Background: an optimization exercise with open tools, aiming at small area, a short achievable clock period and few clock cycles. Do not read the settings as production practice. In this exercise RTL edits were held to simulation tests only and were not proved equivalent to the original. Power figures rest on the tool's default switching activity, not on a simulated workload.

==> config.mk <==
export PLATFORM = sky130hd
export DESIGN_NAME = beep_and_melody_sequencer
export DESIGN_NICKNAME = beep_and_melody_sequencer
export VERILOG_FILES = /design/flow/design.v
export SDC_FILE = /design/flow/constraint.sdc
export NUM_CORES = 4
export LEC_CHECK = 0
export CAP_MARGIN = 20
export CORE_MARGIN = 2
export CORE_UTILIZATION = 35
export PLACE_DENSITY = 0.5
export SLEW_MARGIN = 20
export SYNTH_MEMORY_MAX_BITS = 8192
==> constraint.sdc <==
create_clock -name core_clock -period 8.0 [get_ports {clk}]
set_input_delay 1.6000 -clock core_clock [delete_from_list [all_inputs] [get_ports {clk}]]
set_output_delay 1.6000 -clock core_clock [all_outputs]
set_load 0.01 [all_outputs]
==> design.v <==
package bms_pkg;
  localparam int NOTE_DEPTH = 256;
  localparam int NOTE_AW    = 8;
  localparam int POS_W      = 9;
  localparam int FREQ_W     = 16;
  localparam int NDIV_W     = 7;
  localparam int DM1_W      = 6;
  localparam int ENTRY_W    = FREQ_W + 1 + DM1_W;
  localparam int ELAPSED_W  = 24;
  localparam int REP_W      = 16;
  localparam int TEMPO_W    = 10;
  localparam int MLEN_W     = 9;
  localparam int CFG_W      = 24;
  localparam int WHOLE_W    = 18;
  localparam int LEN_W      = WHOLE_W + 1;
  localparam int DIV_K      = 3;
  localparam int NCH        = (WHOLE_W + DIV_K - 1) / DIV_K;
  localparam int DQ_W       = NCH * DIV_K;
  localparam logic [31:0] WHOLE_NUM  = 32'd240000;
  localparam logic [15:0] TONE_SCALE = 16'd58982;
  localparam logic [1:0] MODE_IDLE   = 2'd0;
  localparam logic [1:0] MODE_GAP    = 2'd1;
  localparam logic [1:0] MODE_BEEP   = 2'd2;
  localparam logic [1:0] MODE_MELODY = 2'd3;
endpackage
import bms_pkg::*;
module bms_notes (
  input  logic               clk,
  input  logic               we,
  input  logic [NOTE_AW-1:0] waddr,
  input  logic [ENTRY_W-1:0] wdata,
  input  logic [NOTE_AW-1:0] raddr,
  output logic [ENTRY_W-1:0] rdata
);
  logic [ENTRY_W-1:0] mem [NOTE_DEPTH];
  always_ff @(posedge clk) begin
    if (we) begin
      mem[waddr] <= wdata;
    end
  end
  assign rdata = mem[raddr];
endmodule
import bms_pkg::*;
module bms_div (
  input  logic [TEMPO_W-1:0] dvm1,
  input  logic [TEMPO_W-1:0] r_in,
  input  logic [DQ_W-1:0]    q_in,
  output logic [TEMPO_W-1:0] r_out,
  output logic [DQ_W-1:0]    q_out
);
  always_comb begin
    logic [TEMPO_W-1:0] r;
    logic [DQ_W-1:0]    q;
    logic [TEMPO_W:0]   trial;
    logic [TEMPO_W+1:0] diff;
    r = r_in;
    q = q_in;
    for (int i = 0; i < DIV_K; i++) begin
      trial = {r, q[DQ_W-1]};
      diff  = {1'b0, trial} + {1'b0, ~{1'b0, dvm1}};
      q     = {q[DQ_W-2:0], diff[TEMPO_W+1]};
      r     = diff[TEMPO_W+1] ? diff[TEMPO_W-1:0] : trial[TEMPO_W-1:0];
    end
    r_out = r;
    q_out = q;
  end
endmodule
import bms_pkg::*;
module bms_mul (
  input  logic [WHOLE_W-1:0] q,
  input  logic               dotted,
  output logic [LEN_W-1:0]   len,
  output logic [LEN_W-1:0]   limit
);
  logic [LEN_W+15:0] prod;
  assign len   = LEN_W'(q) + (dotted ? LEN_W'(q[WHOLE_W-1:1]) : '0);
  assign prod  = (LEN_W+16)'(len) * (LEN_W+16)'(TONE_SCALE);
  assign limit = prod[LEN_W+15:16];
endmodule
import bms_pkg::*;
module beep_and_melody_sequencer (
  input  logic             clk,
  input  logic             rst,
  input  logic             s_tvalid,
  output logic             s_tready,
  input  logic [31:0]      s_tdata,    
  input  logic [2:0]       s_tuser,    
  output logic             m_tvalid,
  input  logic             m_tready,
  output logic [47:0]      m_tdata,    
  input  logic             cfg_we,
  input  logic [2:0]       cfg_index,
  input  logic [CFG_W-1:0] cfg_data
);
  localparam logic [2:0] E_IDLE  = 3'd0;
  localparam logic [2:0] E_WDIV  = 3'd1;
  localparam logic [2:0] E_RD    = 3'd2;
  localparam logic [2:0] E_DIV   = 3'd3;
  localparam logic [2:0] E_LS    = 3'd4;
  localparam logic [2:0] E_VALID = 3'd5;
  localparam int SK_W  = $clog2(NCH);
  localparam int CNT_W = $clog2(NCH + 1);
  function automatic logic [SK_W-1:0] whole_skip(input logic [TEMPO_W-1:0] tm1);
    logic [31:0] t;
    whole_skip = '0;
    t = 32'(tm1) + 32'd1;
    for (int m = 1; m < NCH; m++) begin
      if ((64'(t) << (DQ_W - DIV_K * m)) > 64'(WHOLE_NUM)) whole_skip = SK_W'(m);
    end
  endfunction
  logic [FREQ_W-1:0]    beep_frequency;
  logic [ELAPSED_W-1:0] beep_on_ms;
  logic [ELAPSED_W-1:0] beep_gap_ms;
  logic [REP_W-1:0]     beep_repeats;
  logic                 beep_initial_gap;
  logic [TEMPO_W-1:0]   tempo_m1;         
  logic [SK_W-1:0]      tempo_sk;
  logic [MLEN_W-1:0]    melody_length;
  logic [1:0]           mode;
  logic [ELAPSED_W-1:0] cnt;
  logic [REP_W-1:0]     rl;
  logic [POS_W-1:0]     pos;
  logic                 tone;
  logic [FREQ_W-1:0]    tfreq;
  logic [LEN_W-1:0]     tlimit;
  logic [WHOLE_W-1:0]   whole_mel;
  logic [SK_W-1:0]      sk_mel;
  logic [2:0]           est;
  logic [NOTE_AW-1:0]   ea;
  logic [ENTRY_W-1:0]   ent;
  logic [TEMPO_W-1:0]   dvm1;
  logic [TEMPO_W-1:0]   dr;
  logic [DQ_W-1:0]      dq;
  logic [CNT_W-1:0]     dcnt;
  logic [LEN_W-1:0]     nn_wait;
  logic [LEN_W-1:0]     nn_limit;
  logic                 s_rdy;
  logic                 ns_pend;
  logic                 pend_s;
  logic                 accept, complete, emit, o_free;
  logic [ELAPSED_W-1:0] inc;
  logic                 gap_hit, on_hit, mel_hit;
  logic [POS_W-1:0]     pos_inc;
  logic                 mel_end;
  logic [MLEN_W-1:0]    eff_len;
  logic [1:0]           nx_mode;
  logic [ELAPSED_W-1:0] nx_cnt;
  logic [REP_W-1:0]     nx_rl;
  logic [POS_W-1:0]     nx_pos;
  logic                 nx_tone;
  logic [FREQ_W-1:0]    nx_tfreq;
  logic [LEN_W-1:0]     nx_tlimit;
  logic                 pend_set, consume, mel_start;
  logic [ENTRY_W-1:0]   wdata, rdata;
  logic [NDIV_W-1:0]    wdiv, wmag, weff;
  logic                 we, wr_hit;
  logic [TEMPO_W-1:0]   st_r;
  logic [DQ_W-1:0]      st_q;
  logic [LEN_W-1:0]     ls_len, ls_limit;
  assign s_tready = s_rdy;
  assign accept   = s_tvalid && s_rdy;
  assign complete = ns_pend && est == E_VALID;
  assign o_free   = !m_tvalid || m_tready;
  assign inc      = (cnt == '1) ? cnt : cnt + ELAPSED_W'(1);
  assign gap_hit  = inc >= beep_gap_ms;
  assign on_hit   = inc >= beep_on_ms;
  assign mel_hit  = cnt == ELAPSED_W'(1);
  assign pos_inc  = pos + POS_W'(1);
  assign eff_len  = (melody_length > MLEN_W'(NOTE_DEPTH)) ? MLEN_W'(NOTE_DEPTH) : melody_length;
  assign mel_end  = pos_inc >= eff_len;
  assign wdiv  = s_tdata[30:24];
  assign wmag  = wdiv[NDIV_W-1] ? NDIV_W'(-wdiv) : wdiv;
  assign weff  = (wdiv == '0) ? NDIV_W'(4) : wmag;
  assign wdata = {s_tdata[23:8], wdiv[NDIV_W-1], DM1_W'(weff - NDIV_W'(1))};
  assign we    = accept && s_tuser == 3'd4;
  assign wr_hit = we && s_tdata[7:0] == ea && est != E_IDLE && est != E_WDIV;
  bms_notes u_notes (
    .clk   (clk),
    .we    (we),
    .waddr (s_tdata[7:0]),
    .wdata (wdata),
    .raddr (ea),
    .rdata (rdata)
  );
  bms_div u_div (
    .dvm1  (dvm1),
    .r_in  (dr),
    .q_in  (dq),
    .r_out (st_r),
    .q_out (st_q)
  );
  bms_mul u_mul (
    .q      (WHOLE_W'(dq)),
    .dotted (ent[DM1_W]),
    .len    (ls_len),
    .limit  (ls_limit)
  );
  always_comb begin
    nx_mode   = mode;
    nx_cnt    = cnt;
    nx_rl     = rl;
    nx_pos    = pos;
    nx_tone   = tone;
    nx_tfreq  = tfreq;
    nx_tlimit = tlimit;
    pend_set  = 1'b0;
    consume   = 1'b0;
    mel_start = 1'b0;
    if (complete) begin
      nx_tone   = 1'b1;
      nx_tfreq  = ent[ENTRY_W-1:DM1_W+1];
      nx_tlimit = nn_limit;
      nx_cnt    = ELAPSED_W'(nn_wait);
      consume   = 1'b1;
    end else if (accept) begin
      case (s_tuser)
        3'd0: begin
          case (mode)
            MODE_GAP: begin
              if (gap_hit) begin
                nx_mode   = MODE_BEEP;
                nx_cnt    = '0;
                nx_tone   = 1'b1;
                nx_tfreq  = beep_frequency;
                nx_tlimit = '0;
              end else begin
                nx_cnt = inc;
              end
            end
            MODE_BEEP: begin
              if (on_hit) begin
                nx_tone   = 1'b0;
                nx_tfreq  = '0;
                nx_tlimit = '0;
                nx_rl     = rl - REP_W'(1);
                if (rl != REP_W'(1)) begin
                  nx_mode = MODE_GAP;
                  nx_cnt  = '0;
                end else begin
                  nx_mode = MODE_IDLE;
                end
              end else begin
                nx_cnt = inc;
              end
            end
            MODE_MELODY: begin
              if (mel_hit) begin
                nx_tone   = 1'b0;
                nx_tfreq  = '0;
                nx_tlimit = '0;
                nx_pos    = pos_inc;
                if (mel_end) begin
                  nx_mode = MODE_IDLE;
                  nx_pos  = '0;
                end else if (est == E_VALID) begin
                  nx_tone   = 1'b1;
                  nx_tfreq  = ent[ENTRY_W-1:DM1_W+1];
                  nx_tlimit = nn_limit;
                  nx_cnt    = ELAPSED_W'(nn_wait);
                  consume   = 1'b1;
                end else begin
                  pend_set = 1'b1;
                end
              end else begin
                nx_cnt = cnt - ELAPSED_W'(1);
              end
            end
            default: ;
          endcase
        end
        3'd1: begin
          nx_rl     = (beep_repeats == '0) ? REP_W'(1) : beep_repeats;
          nx_cnt    = '0;
          nx_tlimit = '0;
          nx_pos    = '0;
          if (beep_initial_gap) begin
            nx_mode  = MODE_GAP;
            nx_tone  = 1'b0;
            nx_tfreq = '0;
          end else begin
            nx_mode  = MODE_BEEP;
            nx_tone  = 1'b1;
            nx_tfreq = beep_frequency;
          end
        end
        3'd2: begin
          nx_tone   = 1'b0;
          nx_tfreq  = '0;
          nx_tlimit = '0;
          nx_pos    = '0;
          if (melody_length == '0) begin
            nx_mode = MODE_IDLE;
          end else begin
            nx_mode   = MODE_MELODY;
            pend_set  = 1'b1;
            mel_start = 1'b1;
          end
        end
        3'd3: begin
          nx_tone   = 1'b0;
          nx_tfreq  = '0;
          nx_tlimit = '0;
          nx_mode   = MODE_IDLE;
          nx_pos    = '0;
        end
        default: ;
      endcase
    end
  end
  assign emit = complete || (accept && !pend_set);
  always_ff @(posedge clk) begin
    if (rst) begin
      beep_frequency   <= '0;
      beep_on_ms       <= '0;
      beep_gap_ms      <= '0;
      beep_repeats     <= REP_W'(1);
      beep_initial_gap <= 1'b0;
      tempo_m1         <= TEMPO_W'(119);
      tempo_sk         <= whole_skip(TEMPO_W'(119));
      melody_length    <= '0;
    end else if (cfg_we) begin
      case (cfg_index)
        3'd0: beep_frequency   <= cfg_data[FREQ_W-1:0];
        3'd1: beep_on_ms       <= cfg_data[ELAPSED_W-1:0];
        3'd2: beep_gap_ms      <= cfg_data[ELAPSED_W-1:0];
        3'd3: beep_repeats     <= cfg_data[REP_W-1:0];
        3'd4: beep_initial_gap <= cfg_data[0];
        3'd5: begin
          tempo_m1 <= (cfg_data[TEMPO_W-1:0] == '0) ? '0 : cfg_data[TEMPO_W-1:0] - TEMPO_W'(1);
          tempo_sk <= whole_skip((cfg_data[TEMPO_W-1:0] == '0) ? '0
                                 : cfg_data[TEMPO_W-1:0] - TEMPO_W'(1));
        end
        3'd6: melody_length    <= cfg_data[MLEN_W-1:0];
        default: ;
      endcase
    end
  end
  always_ff @(posedge clk) begin
    if (rst) begin
      mode   <= MODE_IDLE;
      pos    <= '0;
      tone   <= 1'b0;
      tfreq  <= '0;
      tlimit <= '0;
    end else begin
      mode   <= nx_mode;
      pos    <= nx_pos;
      tone   <= nx_tone;
      tfreq  <= nx_tfreq;
      tlimit <= nx_tlimit;
    end
    cnt <= nx_cnt;
    rl  <= nx_rl;
  end
  always_ff @(posedge clk) begin
    if (rst) begin
      est <= E_IDLE;
    end else if (mel_start) begin
      est    <= E_WDIV;
      ea     <= '0;
      sk_mel <= tempo_sk;
      dvm1   <= tempo_m1;
      dr     <= TEMPO_W'(WHOLE_NUM >> (DQ_W - DIV_K * int'(tempo_sk)));
      dq     <= DQ_W'(WHOLE_NUM << (DIV_K * int'(tempo_sk)));
      dcnt   <= CNT_W'(NCH - int'(tempo_sk));
    end else if (consume) begin
      est <= E_RD;
      ea  <= ea + NOTE_AW'(1);
    end else if (wr_hit) begin
      est <= E_RD;
    end else begin
      case (est)
        E_WDIV: begin
          dr   <= st_r;
          dq   <= st_q;
          dcnt <= dcnt - CNT_W'(1);
          if (dcnt == CNT_W'(1)) begin
            whole_mel <= WHOLE_W'(st_q);
            est       <= E_RD;
          end
        end
        E_RD: begin
          ent  <= rdata;
          dvm1 <= TEMPO_W'(rdata[DM1_W-1:0]);
          dr   <= '0;
          dq   <= DQ_W'(whole_mel) << (DIV_K * int'(sk_mel));
          dcnt <= CNT_W'(NCH - int'(sk_mel));
          est  <= E_DIV;
        end
        E_DIV: begin
          dr   <= st_r;
          dq   <= st_q;
          dcnt <= dcnt - CNT_W'(1);
          if (dcnt == CNT_W'(1)) est <= E_LS;
        end
        E_LS: begin
          nn_wait  <= ls_len;
          nn_limit <= ls_limit;
          est      <= E_VALID;
        end
        default: ;
      endcase
    end
  end
  always_ff @(posedge clk) begin
    if (rst) begin
      ns_pend  <= 1'b0;
      pend_s   <= 1'b0;
      m_tvalid <= 1'b0;
      s_rdy    <= 1'b1;
    end else begin
      if (pend_set) ns_pend <= 1'b1;
      else if (complete) ns_pend <= 1'b0;
      if (emit) begin
        if (o_free) m_tvalid <= 1'b1;
        else pend_s <= 1'b1;
      end else if (pend_s && o_free) begin
        m_tvalid <= 1'b1;
        pend_s   <= 1'b0;
      end else if (o_free) begin
        m_tvalid <= 1'b0;
      end
      s_rdy <= !(pend_set || (ns_pend && !complete)) && !((emit && !o_free) || (pend_s && !o_free));
    end
  end
  always_ff @(posedge clk) begin
    if (emit && o_free) begin
      m_tdata <= {1'b0, nx_pos, nx_mode, nx_tlimit, nx_tfreq, nx_tone};
    end else if (!emit && pend_s && o_free) begin
      m_tdata <= {1'b0, pos, mode, tlimit, tfreq, tone};
    end
  end
endmodule
==> run.sh <==
#!/bin/bash
# synth_recipe.tcl (not shown) runs the flow's synth.tcl, then flattens the netlist and writes it again
# the make line also repeats each setting of config.mk as NAME=value (left out here)
make -C /OpenROAD-flow-scripts/flow DESIGN_CONFIG=/design/flow/config.mk WORK_HOME=/design/flow/orfs CLKGATE_MAP_FILE= SYNTH_SCRIPT=/design/flow/synth_recipe.tcl finish
==> out/results.txt <==
The run finished with no timing, DRC or antenna violations. For this run, the post-layout net count is 12871. The final hold violation count came out at 0. The largest area contributor in the netlist was sky130_fd_sc_hd__edfxtp_1. The top cell types in the final layout, fill and taps aside, are sky130_fd_sc_hd__edfxtp_1, sky130_fd_sc_hd__mux4_2, sky130_fd_sc_hd__clkbuf_16.

The run gives 0 as the global route total overflow. The die covers 726000 um^2. The tools report the launch point of the worst hold path as beep_gap_ms[19]. Measured along the y axis, the die boundary spans 852 um. Clock-pin slew was measured on the worst setup and hold paths at 60 ps. The clock net in this run drives a total of 6263 sinks.

The run gives 291000 um^2 as the post-route cell area. Along the worst path, the maximum fanout reaches 13. The run gives 0.053 as the combinational cell fraction of total power.

The switching share of total power was 0.219. Entering global routing, the biggest net connects 192 pins. Summing over every cut layer, the via total after detailed routing is 123090. The placed instances occupy a cell area of 269000 um^2.

Startpoint type of the worst setup path: a register. Buffers inserted to repair hold after CTS numbered 0. The tools report the starting utilization of the core area as 0.351. Power spread over the standard cell area amounts to 240 nW/um^2.

Total I/O pin count: 117. For the data arrival time of the critical path, the log shows 8570 ps. In the post-synthesis netlist, the biggest area contributors are sky130_fd_sc_hd__edfxtp_1, sky130_fd_sc_hd__mux4_2, sky130_fd_sc_hd__dfxtp_1. Counting the buffers created by CTS gives 672.

In this design, the critical path's most frequently occurring cell is sky130_fd_sc_hd__fa_1. Summed over all cells, the static leakage comes to 91.1 nW. The number of enable-type register cells in the synthesized netlist is 6094. The number of max-slew violations in the final report was 0; the number of antenna violations at the first check in global routing was 55. Routed wire length per instance: 31.4 um. The net switching power was 15.3 mW; the synthesis-to-finish area growth was 15.7%. The path class of the tightest hold or removal check is register to register. The number of endpoints failing setup at the final stage is 0. The arithmetic-cell share of the synthesized area counting full adders, half adders and majority gates was 0.0204; the number of unique standard cell types used by synthesis was 88.

The run gives 0.191 as the overall track demand over capacity in global routing. The run gives 8800 ps as the required time of the critical path. Worst reg2reg path startpoint: ent[6].

The tools report the tightest slew margin relative to the limit as 0.0759. Setup repair after global routing could not meet its margin everywhere. The root buffer selected by CTS was sky130_fd_sc_hd__clkbuf_16. The xor and xnor fraction of the mapped netlist area was 0.00668. Final antenna-violating net count: 0. The met3 layer usage reported by global route is 0.0322, and the number of buffers on the longest clock path is 4. Summed over all nets, the half-perimeter wirelength after detailed placement is 415 mm. After detailed routing, the number of remaining DRC violations is 0.

The library cell used most frequently in the layout, excluding fill and tap cells, is sky130_fd_sc_hd__edfxtp_1. Averaged over all synthesized cells, the footprint is 21.7 um^2. The global routing met2 resource utilization was 0.325; the number of cells on the worst hold path was 2. The proportion of netlist area held by the largest area contributor was 0.727. The busiest layer in global routing was met2.

At the later pin of the worst-skew pair, clock insertion delay measures 1130 ps. The max-cap violation count was 0; the maximum operating frequency was 0.129 GHz. The initialized floorplan defines 311 standard-cell rows. The tools report the worst setup path endpoint as nn_limit[18].

The worst setup path is of the register to register kind. For the core region area, the log shows 717000 um^2. For this run, the number of Yosys warnings is 3. The complex-gate fraction of the synthesized area came out at 0.0189. The cell count after synthesis was 11619; the share of the clock period used by the worst path was 0.972. The mux cell area share after synthesis is 0.178. The first element of the critical path was ent[6]. The number of design-rule violations left by the first detailed-router iteration came out at 13914.

Setup slack on the worst reg-to-reg path comes out at 230 ps. The met1 track demand over resource in global routing was 0.258. The worst-case IR drop observed on VDD is 0.000214 V.

The congestion estimate from routability-driven global placement came to 0.806. Leading register cell type out of synthesis: sky130_fd_sc_hd__edfxtp_1. The clock power share is 0.428, and the die width is 852 um. First-pass GRT wire length: 990 mm.

For the post-synthesis instance area, the log shows 252000 um^2. The actual transition at the worst max-transition pin came out at 1390 ps. STA classifies the critical path endpoint as a register. The basic-gate share of the synthesized area counting and, or, nand and nor cells was 0.0222; the total nets after synthesis was 12041. The synthesized flop and latch total came out at 6263. The tools report the number of detailed-route iterations in the first pass as 8. After the flow finishes, the layout carries non-filler instances totaling 22568. For this run, the slowest stage of the critical path takes 510 ps.

The fraction of final layout cells with drive strength greater than 1 is 0.304, and the design internal power is 54.7 mW. The number of global-route vias before repair is 127798. After detailed routing, the number of vias per cell comes to 5.45. The endpoint identified for the worst register-to-register timing path is nn_limit[18]. The total number of H-tree levels was 6; the routed wire length was 710 mm. For the minimum hold slack, the log shows 457 ps. The logs give 0.520 for the portion of total power attributed to sequential cells and 0.740 for the sequential share of the synthesized area. The clock tree skew after final layout was 74.3 ps. Counting tap cells, the placed design contains a total of 21298 instances.

For this design, the slowest cell found on the critical path is sky130_fd_sc_hd__fa_1. The time the worst path needs with I/O delays and setup came out at 7770 ps. The depth of the worst register-to-register path works out to 32. Share of synthesized flip-flops with an asynchronous set or reset: 0.

TritonCTS built the clock tree. By area, the combinational part of the netlist is dominated by multiplexers. The count of input and output buffers was 114.
==> sequential cells by signal, indices dropped and copies added, names as in the netlist, 17 cells and up, named ones only <==
| name | count |
|---|---|
| u_notes.mem | 5888 |
| m_tdata | 47 |
| cnt | 24 |
| nn_wait | 19 |
| beep_gap_ms | 24 |
| beep_on_ms | 24 |
| whole_mel | 18 |
| nn_limit | 19 |
| dq | 18 |
| ent | 17 |
| tlimit | 19 |
==> kinds of logic after synthesis <==
group                      after synthesis
muxes                                 2022
and+or+nand+nor                       1231
xor gates and xnor gates               192
DFF                                   6263
adders and majority gates              359
buffers and inverters                  854
other                                    1
AOI/OAI and AO/OA                      697
==> metrics by stage <==
| step | utilization | TNS [ps] | power (mW) | setup slack, ps |
|---|---|---|---|---|
| finish | 0.406 | 0 | 70.0 | 226 |
| global route | 0.406 | -164 | 72.3 | -65.4 |
| CTS | 0.405 | 0 | 70.5 | 16.6 |
| detailed placement | 0.376 | -1300 | 40.5 | -349 |
| global placement | 0.376 | -2490 | 40.4 | -507 |
| floorplan | - | -1886250 | 38.9 | -2710 |
==> synthesized netlist by cell type (10+ instances only) <==
| cell | n |
|---|---|
| sky130_fd_sc_hd__buf_2 | 164 |
| sky130_fd_sc_hd__dfxtp_1 | 169 |
| sky130_fd_sc_hd__mux4_2 | 1961 |
| sky130_fd_sc_hd__nor4_1 | 19 |
| sky130_fd_sc_hd__o211ai_1 | 16 |
| sky130_fd_sc_hd__ha_1 | 269 |
| sky130_fd_sc_hd__edfxtp_1 | 6094 |
| sky130_fd_sc_hd__inv_1 | 228 |
| sky130_fd_sc_hd__and2_1 | 42 |
| sky130_fd_sc_hd__nand2b_1 | 20 |
| sky130_fd_sc_hd__a32o_1 | 19 |
| sky130_fd_sc_hd__nor2_1 | 478 |
| sky130_fd_sc_hd__a21o_1 | 54 |
| sky130_fd_sc_hd__mux2i_1 | 25 |
| sky130_fd_sc_hd__xnor2_1 | 106 |
| sky130_fd_sc_hd__a221o_1 | 24 |
| sky130_fd_sc_hd__nand2_1 | 377 |
| sky130_fd_sc_hd__a22oi_1 | 35 |
| sky130_fd_sc_hd__xor2_1 | 86 |
| sky130_fd_sc_hd__nand3_1 | 64 |
| sky130_fd_sc_hd__o31ai_1 | 16 |
| sky130_fd_sc_hd__o32ai_1 | 17 |
| sky130_fd_sc_hd__o21a_1 | 20 |
| sky130_fd_sc_hd__a22o_1 | 31 |
| sky130_fd_sc_hd__or2_2 | 10 |
| sky130_fd_sc_hd__clkbuf_1 | 393 |
| sky130_fd_sc_hd__or3_1 | 12 |
| sky130_fd_sc_hd__mux2_2 | 34 |
| sky130_fd_sc_hd__nor3_1 | 53 |
| sky130_fd_sc_hd__o311ai_1 | 10 |
| sky130_fd_sc_hd__nor2b_1 | 37 |
| sky130_fd_sc_hd__fa_1 | 86 |
| sky130_fd_sc_hd__or4b_2 | 14 |
| sky130_fd_sc_hd__nand4_1 | 33 |
| sky130_fd_sc_hd__a211oi_1 | 34 |
| sky130_fd_sc_hd__o21ai_0 | 109 |
| sky130_fd_sc_hd__buf_1 | 59 |
| sky130_fd_sc_hd__and3_1 | 30 |
| sky130_fd_sc_hd__a211o_1 | 13 |
| sky130_fd_sc_hd__a21oi_1 | 214 |
==> critical path, delay by kind of cell (launching register included) <==
| kind | cells | cell delay [ps] |
|---|---|---|
| compound gates | 14 | 2710 |
| fa+ha+maj | 8 | 3090 |
| flops | 1 | 440 |
| buf+inv | 5 | 640 |
| xor+xnor | 2 | 320 |
| simple gates | 3 | 280 |
==> how the worst min path moves through the flow <==
stage | endpoint | slack (ps)
CTS | beep_gap_ms[11] | 460
global placement | beep_on_ms[7] | 440
floorplan | tempo_m1[6] | 430
global route | tempo_m1[6] | 480
finish | beep_gap_ms[19] | 460
detailed placement | beep_gap_ms[11] | 450
==> cell type report <==
| class | count | area [um^2] |
|---|---|---|
| Multi-Input combinational cell | 4502 | 63300 |
| Fill cell | 62533 | 426000 |
| Tap cell | 9546 | 11900 |
| Clock buffer | 845 | 17800 |
| Timing Repair Buffer | 778 | 7620 |
| Sequential cell | 6263 | 186000 |
| Clock inverter | 369 | 3350 |
| Inverter | 232 | 878 |
| Antenna cell | 33 | 82.6 |
==> power groups by stage <==
stage                     sequential, mW  combinational [mW]  clock (mW)
final                               36.4                3.70        29.9
after global routing                36.4                4.06        31.9
after CTS                           36.4                3.49        30.6
after detailed placement            37.1                3.45           0
after global placement              37.1                3.37           0
after floorplan                     37.2                1.72           0
==> routing by layer <==
layer | share of wire | wire length [um]
met3 | 0.065 | 46200
met1 | 0.41 | 293000
met2 | 0.50 | 353000
met5 | 0.00016 | 117
met4 | 0.024 | 16800
==> timing repair <==
item	CTS	global route
gates resized for setup	12	49
setup endpoints to repair	9	11
buffers inserted	1	11
pin swaps	3	36
Testbench counts, summed over its fixed seeds: cycles 12,526.

[afterwards: timing with drivers on the ports]
No port has a modelled driver above. Below, the same layout with a new extraction and two added sets of constraints. Step 1: set_driving_cell puts a clkbuf_16 on clk and a buf_2 on each other input, an assumption about the parent block. Step 2, shift: input delay + t, output delay - t, t = (earliest + latest rising clock arrival at the registers) / 2. This alone moves slack from input paths to output paths. Three values: ideal, step 1, step 2; two values: the first two.
shift t [ns]: 1.210
setup WS [ns]: 0.226 / 0.226 / 0.226
slew at the worst register clock pin (ns): 0.07 / 0.07
After both steps this run still meets setup and hold. For this run, drivers alone change the setup slack by 0.000 ns; drivers and shift together by 0.000 ns.
